Context: an optimization exercise on an open-source flow, tuned for a short achievable clock period and few clock cycles. The choices shown serve that exercise and are no tape-out recipe. Only simulation tests tie the RTL to the original design; equivalence was not proved.

==> juniper: inputs <==
## cpu
module cpu (
    input  logic  clk,
    input  logic  reset_b,
    output cpu_pkg::word_t mem_addr,
    output cpu_pkg::word_t mem_wdata,
    output logic  mem_rd,
    output logic  mem_wr,
    input  cpu_pkg::word_t mem_rdata,
    input  logic  mem_ready,     
    output logic  complete,
    output logic  error
);
make LEC_CHECK=0 ABC_CLOCK_PERIOD_IN_PS=3500 CAP_MARGIN=30 CORE_MARGIN=2 CORE_UTILIZATION=35 SETUP_SLACK_MARGIN=5 SLEW_MARGIN=30 finish   # period 10.5 ns
run.sh (not shown) runs the stock make flow with config.mk's settings and CLKGATE_MAP_FILE= SYNTH_SCRIPT=/design/flow/synth_recipe.tcl, a recipe that flattens the netlist after the stock synthesis.
==> yarrow: changes against juniper <==
--- a/flow/design.v
+++ b/flow/design.v
@@ -186,16 +186,17 @@
     logic              c_blk;        
     logic [CW-1:0]     c_b;          
     logic [9:0]        c_tl [CW];    
     logic              c0_b, c1_b;
     logic [9:0]        c0_tl, c1_tl;
     logic              d_v, q_v;
     cpu_pkg::word_t    d_ir, q_ir;
     cpu_pkg::word_t    d_pc, q_pc;
+    cpu_pkg::word_t    d_pc1, q_pc1;     
     logic              d_useb, q_useb;
     cpu_pkg::reg_idx_t d_bidx, q_bidx;
     logic [31:0]       d_aoh, d_boh;     
     logic              d_pdone;      
     logic              q_pdone;
     logic              d_stp, q_stp;     
     logic              e_v;
     logic [2:0]        e_kind;
@@ -272,44 +273,44 @@
     assign e_free0 = !e_v || e_kind == K_ALU || e_kind == K_BR || (e_kind == K_ST && e_iss) ||
                      (e_kind == K_LD && e_done);
     assign e_free  = e_free0 || (e_kind == K_LD && ld_ret);
     logic hz_now;
     cpu_pkg::word_t flush_pc, flush_pc1;
     assign hz_now    = e_v && e_kind == K_ST && e_iss &&
                        ((d_v && d_pc[9:0] == p_addr[9:0]) || (q_v && q_pc[9:0] == p_addr[9:0]));
     assign flush_pc  = d_v ? d_pc : q_pc;
-    assign flush_pc1 = d_v ? d_pc + 32'd1 : q_pc + 32'd1;
+    assign flush_pc1 = d_v ? d_pc1 : q_pc1;
     logic mp;
     assign mp = e_v && e_kind == K_BR && ((|e_x) == e_mps);    
     logic d_act, d_go, d_leave, d_pred;
     cpu_pkg::word_t d_tgt, d_tgt1;
     assign d_act   = d_v && !hz_now && !hz_pend && !e_stop;
     assign d_go    = d_act && !d_isnop && !dep && e_free;
     assign d_leave = d_go || (d_act && d_isnop && (e_free || e_kind != K_ST));
     logic d_leave0;
     assign d_leave0 = d_act && (d_isnop ? (e_free0 || e_kind != K_ST) : (!dep && e_free0));
     logic d_ptk;
     assign d_ptk   = d_ir[15] || ((d_r1 == d_r2) ^ d_op[5]);
     assign d_pred  = d_act && d_isbr && d_ptk && !d_pdone;    
     logic d_res;         
     assign d_res   = d_act && d_isbr && !d_ptk && !d_pdone && d_stp;
-    assign d_tgt   = d_pc + d_sext + 32'd1;
-    assign d_tgt1  = d_pc + d_sext + 32'd2;
+    ks_add #(.W(32)) tgt_i  (.a(d_pc),  .b(d_sext), .cin(1'b1), .s(d_tgt));
+    ks_add #(.W(32)) tgt1_i (.a(d_pc1), .b(d_sext), .cin(1'b1), .s(d_tgt1));
     logic space;
     logic f_allow, e_req, f_issue;
     cpu_pkg::word_t f_addr, f_addr1, e_addr;
     assign space   = d_leave0 || !d_v || !(q_v || f_ret);
     logic              st_chk;       
     logic              st_c;         
     logic              c_hit, c_del, f_ok;
     cpu_pkg::word_t    c_word;
     logic [IW-1:0]     c0_idx, c1_idx;
     assign st_chk = e_v && e_kind == K_ST && e_iss;
-    assign st_c   = st_chk && p_addr[31:10] == '0;
+    assign st_c   = st_chk;      
     assign c_word = c1_ok ? c1_d : c0_d;
     assign c_hit  = (c1_ok ? (c1_v && c1_t == fpc[9:IW]) : (c0_ok && c0_v && c0_t == fpc[9:IW])) &&
                     fpc[31:10] == '0 && !c_blk && !(st_c && p_addr[9:0] == fpc[9:0]);
     logic [IW-1:0] r_tgt_lo;
     assign r_tgt_lo = d_pc[IW-1:0] + d_ir[IW-1:0] + IW'(1);
     logic d_bb;
     assign d_bb     = d_v && d_isbr && d_ptk && !d_pdone;
     logic c_bb;
@@ -500,39 +501,43 @@
             p_wdata <= e_b;
         end
         if (d_v && !d_leave) begin
             if (!q_v && a_ret) begin
                 q_stp  <= a_stop;
                 q_pdone <= a_pdone;
                 q_ir   <= a_ir;
                 q_pc   <= a_pc;
+                q_pc1  <= a_pc + 32'd1;
                 q_useb <= a_useb;
                 q_bidx <= a_bidx;
             end
         end else if (q_v) begin
             d_aoh  <= 32'd1 << q_ir[20:16];
             d_boh  <= 32'd1 << q_bidx;
             d_ir   <= q_ir;
             d_pc   <= q_pc;
+            d_pc1  <= q_pc1;
             d_useb <= q_useb;
             d_bidx <= q_bidx;
             d_stp  <= q_stp;
             q_stp  <= a_stop;
             q_pdone <= a_pdone;
             q_ir   <= a_ir;
             q_pc   <= a_pc;
+                q_pc1  <= a_pc + 32'd1;
             q_useb <= a_useb;
             q_bidx <= a_bidx;
         end else begin
             d_stp  <= a_stop;
             d_aoh  <= 32'd1 << a_ir[20:16];
             d_boh  <= 32'd1 << a_bidx;
             d_ir   <= a_ir;
             d_pc   <= a_pc;
+            d_pc1  <= a_pc + 32'd1;
             d_useb <= a_useb;
             d_bidx <= a_bidx;
         end
         fq_a <= p_addr[9:0];
         fq_d <= mem_rdata;
         if (fq_w) begin
             c_t[fq_a[IW-1:0]]  <= fq_a[9:IW];
             c_d[fq_a[IW-1:0]]  <= fq_d;
@@ -563,18 +568,18 @@
             e_op_oh <= 6'(6'd1 << d_op[2:0]);
             e_sh   <= d_isreg ? d_ir[10:6] : '0;
             e_shnz <= d_isreg && d_ir[10:6] != '0;
             e_rd   <= d_r1;
             e_bne  <= d_op[5];
             e_pred <= d_ptk;
             e_x    <= oa ^ ob;
             e_mps  <= d_op[5] ^ d_ptk;
-            e_alt  <= d_ptk ? d_pc + 32'd1 : d_tgt;
-            e_alt1 <= d_ptk ? d_pc + 32'd2 : d_tgt1;
+            e_alt  <= d_ptk ? d_pc1 : d_tgt;
+            e_alt1 <= d_ptk ? d_pc1 + 32'd1 : d_tgt1;
         end
         if (e_v && e_kind == K_ALU) begin
             w_rd  <= e_rd;
             w_raw <= alu_y;
             w_sh  <= e_sh;
         end else begin
             w_rd  <= e_rd;
             w_raw <= mem_rdata;
==> flow/flow/run.sh (new file) <==
#!/bin/bash
set -euo pipefail
bash standard.sh SETUP_SLACK_MARGIN=8 finish > standard.log 2>&1
==> flow/standard.sh (new file) <==
#!/bin/bash
# synth_recipe.tcl (not shown) runs the flow's synth.tcl, then flattens the netlist and writes it again
# the make line also repeats each setting of config.mk as NAME=value (left out here)
make -C /OpenROAD-flow-scripts/flow DESIGN_CONFIG=/design/flow/config.mk WORK_HOME=/design/flow/orfs CLKGATE_MAP_FILE= SYNTH_SCRIPT=/design/flow/synth_recipe.tcl "${@:-finish}"
- CORE_UTILIZATION: 35 -> 40
- SETUP_SLACK_MARGIN: 5 -> not set
- TNS_END_PERCENT: not set -> 15
removed: flow/run.sh
==> comparison <==
- juniper completed with no timing, DRC or antenna violations. yarrow finished clean.
- Global-route usage: yarrow is higher than juniper (6.9 points).
- Of yarrow and juniper, yarrow has the higher design area (gap 14%, measured against juniper).
- Between juniper and yarrow, the lower wire length is in juniper (gap 12%, measured against yarrow).
Testbench counts of juniper, summed over its fixed seeds: cycles 66,447.
Testbench counts of yarrow, summed over its fixed seeds: cycles 66,447.

==> inputs of v23 <==
cpu again, from the RTL that the note above started with.
Design cpu, start of the top module:
module cpu (
    input  logic  clk,
    input  logic  reset_b,
    output cpu_pkg::word_t mem_addr,
    output cpu_pkg::word_t mem_wdata,
    output logic  mem_rd,
    output logic  mem_wr,
    input  cpu_pkg::word_t mem_rdata,
    input  logic  mem_ready,     
    output logic  complete,
    output logic  error
);
    localparam logic [2:0] K_ALU   = 3'd0;
    localparam logic [2:0] K_LD    = 3'd1;
    localparam logic [2:0] K_ST    = 3'd2;
    localparam logic [2:0] K_HALT  = 3'd3;
    localparam logic [2:0] K_FAULT = 3'd4;
    localparam logic [2:0] K_BR    = 3'd5;
    logic           p_rd;
    logic           p_wr;
    logic           p_fetch;         
    logic           p_disc;          
    cpu_pkg::word_t p_addr;
    cpu_pkg::word_t p_wdata;
    assign mem_rd    = p_rd;
    assign mem_wr    = p_wr;
    assign mem_addr  = p_addr;
    assign mem_wdata = p_wdata;
    logic p_free;                    
    logic f_ret;                     
    logic ld_ret;                    
    assign p_free = ~(p_rd | p_wr) | mem_ready;
    assign f_ret  = p_fetch & ~p_disc & mem_ready;
    assign ld_ret = p_rd & ~p_fetch & mem_ready;
    logic [5:0]        r_op;
    logic              r_br;
    logic              r_stop;
    logic              r_useb;
    cpu_pkg::reg_idx_t r_bidx;
    assign r_op   = mem_rdata[31:26];
    assign r_br   = (r_op[4:0] == 5'b10101);
    assign r_stop = r_br | (r_op == 6'b010111);
    assign r_bidx = (r_op[5:4] == 2'b00) ? mem_rdata[15:11] : mem_rdata[25:21];
    assign r_useb = (r_op[5:4] == 2'b00) | r_br | (r_op == 6'b101001);
    cpu_pkg::word_t    fpc;          
    logic              fstop;        
    localparam int IW = 4;               
    localparam int CW = 1 << IW;
    localparam int TW = 10 - IW;         
  ...
clock: 10.5 ns
lec_check: 0
abc_clock_period_in_ps: 3500
cap_margin: 20
core_margin: 2
core_utilization: 35
slew_margin: 20
tns_end_percent: 15
standard.sh (not shown) runs the stock make flow with config.mk's settings and CLKGATE_MAP_FILE= SYNTH_SCRIPT=/design/flow/synth_recipe.tcl, a recipe that flattens the netlist after the stock synthesis.
==> flow/flow/run.sh <==
#!/bin/bash
set -euo pipefail
bash standard.sh SETUP_SLACK_MARGIN=8 finish > standard.log 2>&1
==> inputs of v29, as changes to v23 <==
--- a/flow/design.v
+++ b/flow/design.v
@@ -189,10 +189,11 @@
     logic              c0_b, c1_b;
     logic [9:0]        c0_tl, c1_tl;
     logic              d_v, q_v;
     cpu_pkg::word_t    d_ir, q_ir;
     cpu_pkg::word_t    d_pc, q_pc;
+    cpu_pkg::word_t    d_pc1, q_pc1;     
     logic              d_useb, q_useb;
     cpu_pkg::reg_idx_t d_bidx, q_bidx;
     logic [31:0]       d_aoh, d_boh;     
     logic              d_pdone;      
     logic              q_pdone;
@@ -275,11 +276,11 @@
     logic hz_now;
     cpu_pkg::word_t flush_pc, flush_pc1;
     assign hz_now    = e_v && e_kind == K_ST && e_iss &&
                        ((d_v && d_pc[9:0] == p_addr[9:0]) || (q_v && q_pc[9:0] == p_addr[9:0]));
     assign flush_pc  = d_v ? d_pc : q_pc;
-    assign flush_pc1 = d_v ? d_pc + 32'd1 : q_pc + 32'd1;
+    assign flush_pc1 = d_v ? d_pc1 : q_pc1;
     logic mp;
     assign mp = e_v && e_kind == K_BR && ((|e_x) == e_mps);    
     logic d_act, d_go, d_leave, d_pred;
     cpu_pkg::word_t d_tgt, d_tgt1;
     assign d_act   = d_v && !hz_now && !hz_pend && !e_stop;
@@ -290,12 +291,12 @@
     logic d_ptk;
     assign d_ptk   = d_ir[15] || ((d_r1 == d_r2) ^ d_op[5]);
     assign d_pred  = d_act && d_isbr && d_ptk && !d_pdone;    
     logic d_res;         
     assign d_res   = d_act && d_isbr && !d_ptk && !d_pdone && d_stp;
-    assign d_tgt   = d_pc + d_sext + 32'd1;
-    assign d_tgt1  = d_pc + d_sext + 32'd2;
+    ks_add #(.W(32)) tgt_i  (.a(d_pc),  .b(d_sext), .cin(1'b1), .s(d_tgt));
+    ks_add #(.W(32)) tgt1_i (.a(d_pc1), .b(d_sext), .cin(1'b1), .s(d_tgt1));
     logic space;
     logic f_allow, e_req, f_issue;
     cpu_pkg::word_t f_addr, f_addr1, e_addr;
     assign space   = d_leave0 || !d_v || !(q_v || f_ret);
     logic              st_chk;       
@@ -503,33 +504,37 @@
             if (!q_v && a_ret) begin
                 q_stp  <= a_stop;
                 q_pdone <= a_pdone;
                 q_ir   <= a_ir;
                 q_pc   <= a_pc;
+                q_pc1  <= a_pc + 32'd1;
                 q_useb <= a_useb;
                 q_bidx <= a_bidx;
             end
         end else if (q_v) begin
             d_aoh  <= 32'd1 << q_ir[20:16];
             d_boh  <= 32'd1 << q_bidx;
             d_ir   <= q_ir;
             d_pc   <= q_pc;
+            d_pc1  <= q_pc1;
             d_useb <= q_useb;
             d_bidx <= q_bidx;
             d_stp  <= q_stp;
             q_stp  <= a_stop;
             q_pdone <= a_pdone;
             q_ir   <= a_ir;
             q_pc   <= a_pc;
+                q_pc1  <= a_pc + 32'd1;
             q_useb <= a_useb;
             q_bidx <= a_bidx;
         end else begin
             d_stp  <= a_stop;
             d_aoh  <= 32'd1 << a_ir[20:16];
             d_boh  <= 32'd1 << a_bidx;
             d_ir   <= a_ir;
             d_pc   <= a_pc;
+            d_pc1  <= a_pc + 32'd1;
             d_useb <= a_useb;
             d_bidx <= a_bidx;
         end
         fq_a <= p_addr[9:0];
         fq_d <= mem_rdata;
@@ -566,12 +571,12 @@
             e_rd   <= d_r1;
             e_bne  <= d_op[5];
             e_pred <= d_ptk;
             e_x    <= oa ^ ob;
             e_mps  <= d_op[5] ^ d_ptk;
-            e_alt  <= d_ptk ? d_pc + 32'd1 : d_tgt;
-            e_alt1 <= d_ptk ? d_pc + 32'd2 : d_tgt1;
+            e_alt  <= d_ptk ? d_pc1 : d_tgt;
+            e_alt1 <= d_ptk ? d_pc1 + 32'd1 : d_tgt1;
         end
         if (e_v && e_kind == K_ALU) begin
             w_rd  <= e_rd;
             w_raw <= alu_y;
             w_sh  <= e_sh;
==> flow/flow/run.sh (replaced) <==
#!/bin/bash
set -euo pipefail
bash standard.sh SETUP_SLACK_MARGIN=9 finish > standard.log 2>&1
ABC_CLOCK_PERIOD_IN_PS = 2500   (was 3500)
CAP_MARGIN = 30   (was 20)
CORE_UTILIZATION = 30   (was 35)
SLEW_MARGIN = 30   (was 20)
TNS_END_PERCENT = 25   (was 15)
==> inputs of v11, as changes to v23 <==
--- a/flow/design.v
+++ b/flow/design.v
@@ -189,10 +189,11 @@
     logic              c0_b, c1_b;
     logic [9:0]        c0_tl, c1_tl;
     logic              d_v, q_v;
     cpu_pkg::word_t    d_ir, q_ir;
     cpu_pkg::word_t    d_pc, q_pc;
+    cpu_pkg::word_t    d_pc1, q_pc1;     
     logic              d_useb, q_useb;
     cpu_pkg::reg_idx_t d_bidx, q_bidx;
     logic [31:0]       d_aoh, d_boh;     
     logic              d_pdone;      
     logic              q_pdone;
@@ -275,11 +276,11 @@
     logic hz_now;
     cpu_pkg::word_t flush_pc, flush_pc1;
     assign hz_now    = e_v && e_kind == K_ST && e_iss &&
                        ((d_v && d_pc[9:0] == p_addr[9:0]) || (q_v && q_pc[9:0] == p_addr[9:0]));
     assign flush_pc  = d_v ? d_pc : q_pc;
-    assign flush_pc1 = d_v ? d_pc + 32'd1 : q_pc + 32'd1;
+    assign flush_pc1 = d_v ? d_pc1 : q_pc1;
     logic mp;
     assign mp = e_v && e_kind == K_BR && ((|e_x) == e_mps);    
     logic d_act, d_go, d_leave, d_pred;
     cpu_pkg::word_t d_tgt, d_tgt1;
     assign d_act   = d_v && !hz_now && !hz_pend && !e_stop;
@@ -290,12 +291,12 @@
     logic d_ptk;
     assign d_ptk   = d_ir[15] || ((d_r1 == d_r2) ^ d_op[5]);
     assign d_pred  = d_act && d_isbr && d_ptk && !d_pdone;    
     logic d_res;         
     assign d_res   = d_act && d_isbr && !d_ptk && !d_pdone && d_stp;
-    assign d_tgt   = d_pc + d_sext + 32'd1;
-    assign d_tgt1  = d_pc + d_sext + 32'd2;
+    ks_add #(.W(32)) tgt_i  (.a(d_pc),  .b(d_sext), .cin(1'b1), .s(d_tgt));
+    ks_add #(.W(32)) tgt1_i (.a(d_pc1), .b(d_sext), .cin(1'b1), .s(d_tgt1));
     logic space;
     logic f_allow, e_req, f_issue;
     cpu_pkg::word_t f_addr, f_addr1, e_addr;
     assign space   = d_leave0 || !d_v || !(q_v || f_ret);
     logic              st_chk;       
@@ -503,33 +504,37 @@
             if (!q_v && a_ret) begin
                 q_stp  <= a_stop;
                 q_pdone <= a_pdone;
                 q_ir   <= a_ir;
                 q_pc   <= a_pc;
+                q_pc1  <= a_pc + 32'd1;
                 q_useb <= a_useb;
                 q_bidx <= a_bidx;
             end
         end else if (q_v) begin
             d_aoh  <= 32'd1 << q_ir[20:16];
             d_boh  <= 32'd1 << q_bidx;
             d_ir   <= q_ir;
             d_pc   <= q_pc;
+            d_pc1  <= q_pc1;
             d_useb <= q_useb;
             d_bidx <= q_bidx;
             d_stp  <= q_stp;
             q_stp  <= a_stop;
             q_pdone <= a_pdone;
             q_ir   <= a_ir;
             q_pc   <= a_pc;
+                q_pc1  <= a_pc + 32'd1;
             q_useb <= a_useb;
             q_bidx <= a_bidx;
         end else begin
             d_stp  <= a_stop;
             d_aoh  <= 32'd1 << a_ir[20:16];
             d_boh  <= 32'd1 << a_bidx;
             d_ir   <= a_ir;
             d_pc   <= a_pc;
+            d_pc1  <= a_pc + 32'd1;
             d_useb <= a_useb;
             d_bidx <= a_bidx;
         end
         fq_a <= p_addr[9:0];
         fq_d <= mem_rdata;
@@ -566,12 +571,12 @@
             e_rd   <= d_r1;
             e_bne  <= d_op[5];
             e_pred <= d_ptk;
             e_x    <= oa ^ ob;
             e_mps  <= d_op[5] ^ d_ptk;
-            e_alt  <= d_ptk ? d_pc + 32'd1 : d_tgt;
-            e_alt1 <= d_ptk ? d_pc + 32'd2 : d_tgt1;
+            e_alt  <= d_ptk ? d_pc1 : d_tgt;
+            e_alt1 <= d_ptk ? d_pc1 + 32'd1 : d_tgt1;
         end
         if (e_v && e_kind == K_ALU) begin
             w_rd  <= e_rd;
             w_raw <= alu_y;
             w_sh  <= e_sh;
CAP_MARGIN = 30   (was 20)
SLEW_MARGIN = 30   (was 20)
==> summary of the runs <==
v11 completed with no timing, DRC or antenna violations. v29 finished with timing, DRC and antenna clean. v23 completed with no timing, DRC or antenna violations.
Core utilization, highest first: v23, v11, v29.
The highest cell count belongs to v29, the lowest to v23.
In v11 the non-clock buffer count is lower than in v29, by 265.
Design area, highest first: v29, v11, v23.
In v29 the routed wire length is higher than in v23, by 6.6%.
Maximum frequency: v11 > v23 > v29.
Of v11 and v23, v11 has the higher via count (gap 0.72%, measured against v23).
==> figures <==
Via-per-instance ratio: v11 6.39; v29 6.21; v23 6.42
Last weighted congestion value of the routability-driven placer: v11 0.960; v29 0.957; v23 0.946
Count of TritonRoute iterations in the first routing pass: v11 12; v29 12; v23 11
Effective utilization at floorplan: v11 0.351; v29 0.302; v23 0.352
Run status: v11 no timing/DRC/antenna violations; v29 no timing/DRC/antenna violations; v23 no timing/DRC/antenna violations
Post-layout net count: v11 12560; v29 12810; v23 12473
Crit path time final: v11 4270 ps; v29 4480 ps; v23 4350 ps
Post-Syn Area per Cell: v11 10.7 µm²; v29 10.7 µm²; v23 10.6 µm²
Clock transition time at the flip-flop clock pins of the worst setup and hold paths: v11 60 ps; v29 80 ps; v23 70 ps
CP dominant cell by count: v11 sky130_fd_sc_hd__or4_4; v29 sky130_fd_sc_hd__buf_6; v23 sky130_fd_sc_hd__or4_4
Arrival time at the worst endpoint: v11 4990 ps; v29 5290 ps; v23 4990 ps
Detailed route wirelength on metal3: v11 93400 µm; v29 97900 µm; v23 85400 µm
Worst Min Path Start: v11 e_sh[4]; v29 e_sh[3]; v23 d_ir[25]
Clock buffer and inverter area fraction after layout: v11 0.0594; v29 0.0542; v23 0.0604
Cell count after synthesis: v11 11603; v29 11603; v23 11545
Number of distinct library cell variants in the gate-level netlist after synthesis: v11 95; v29 95; v23 103
Endpoint of the most critical setup path: v11 d_pc1[30]; v29 fpc[0]; v23 e_alt[26]
Std cell rows: v11 218; v29 235; v23 216
Post-Synth Simple-Gate Area: v11 0.127; v29 0.127; v23 0.131
Testbench counts of v23, summed over its fixed seeds: cycles 66,447.
Testbench counts of v29, summed over its fixed seeds: cycles 66,447.
Testbench counts of v11, summed over its fixed seeds: cycles 66,447.

[what the ideal ports hide]
The flow's constraints put no driver on any port. The routed layouts listed below were extracted and timed again, unchanged, in two steps.
Step 1, drivers: a clkbuf_16 drives clk and a buf_2 each remaining input, both assumed.
Step 2 moves the port delays by t, midway between the first and last clock arrival at a register: inputs arrive t later, outputs are due t later. That takes back most of the time a late clock gives input paths.
a / b / c = no drivers / after step 1 / after step 2; a / b = the first two.
run	t (ns)	slack for setup (ns)	worst setup path at the end	worst data-port slew with drivers (ns)
juniper	0.986	5.301 / 5.301 / 4.353	input to register	0.19
yarrow	1.030	6.477 / 6.477 / 5.903	input to register	0.18
v23	0.992	6.150 / 6.150 / 5.844	input to register	0.21
v29	0.978	6.022 / 6.022 / 5.256	input to register	0.49
v11	1.026	6.232 / 6.232 / 5.463	input to register	0.18
After both steps setup and hold are still met in every run listed. For juniper, which loses most, drivers alone change the setup slack by 0.000 ns; drivers and shift together by -0.948 ns.
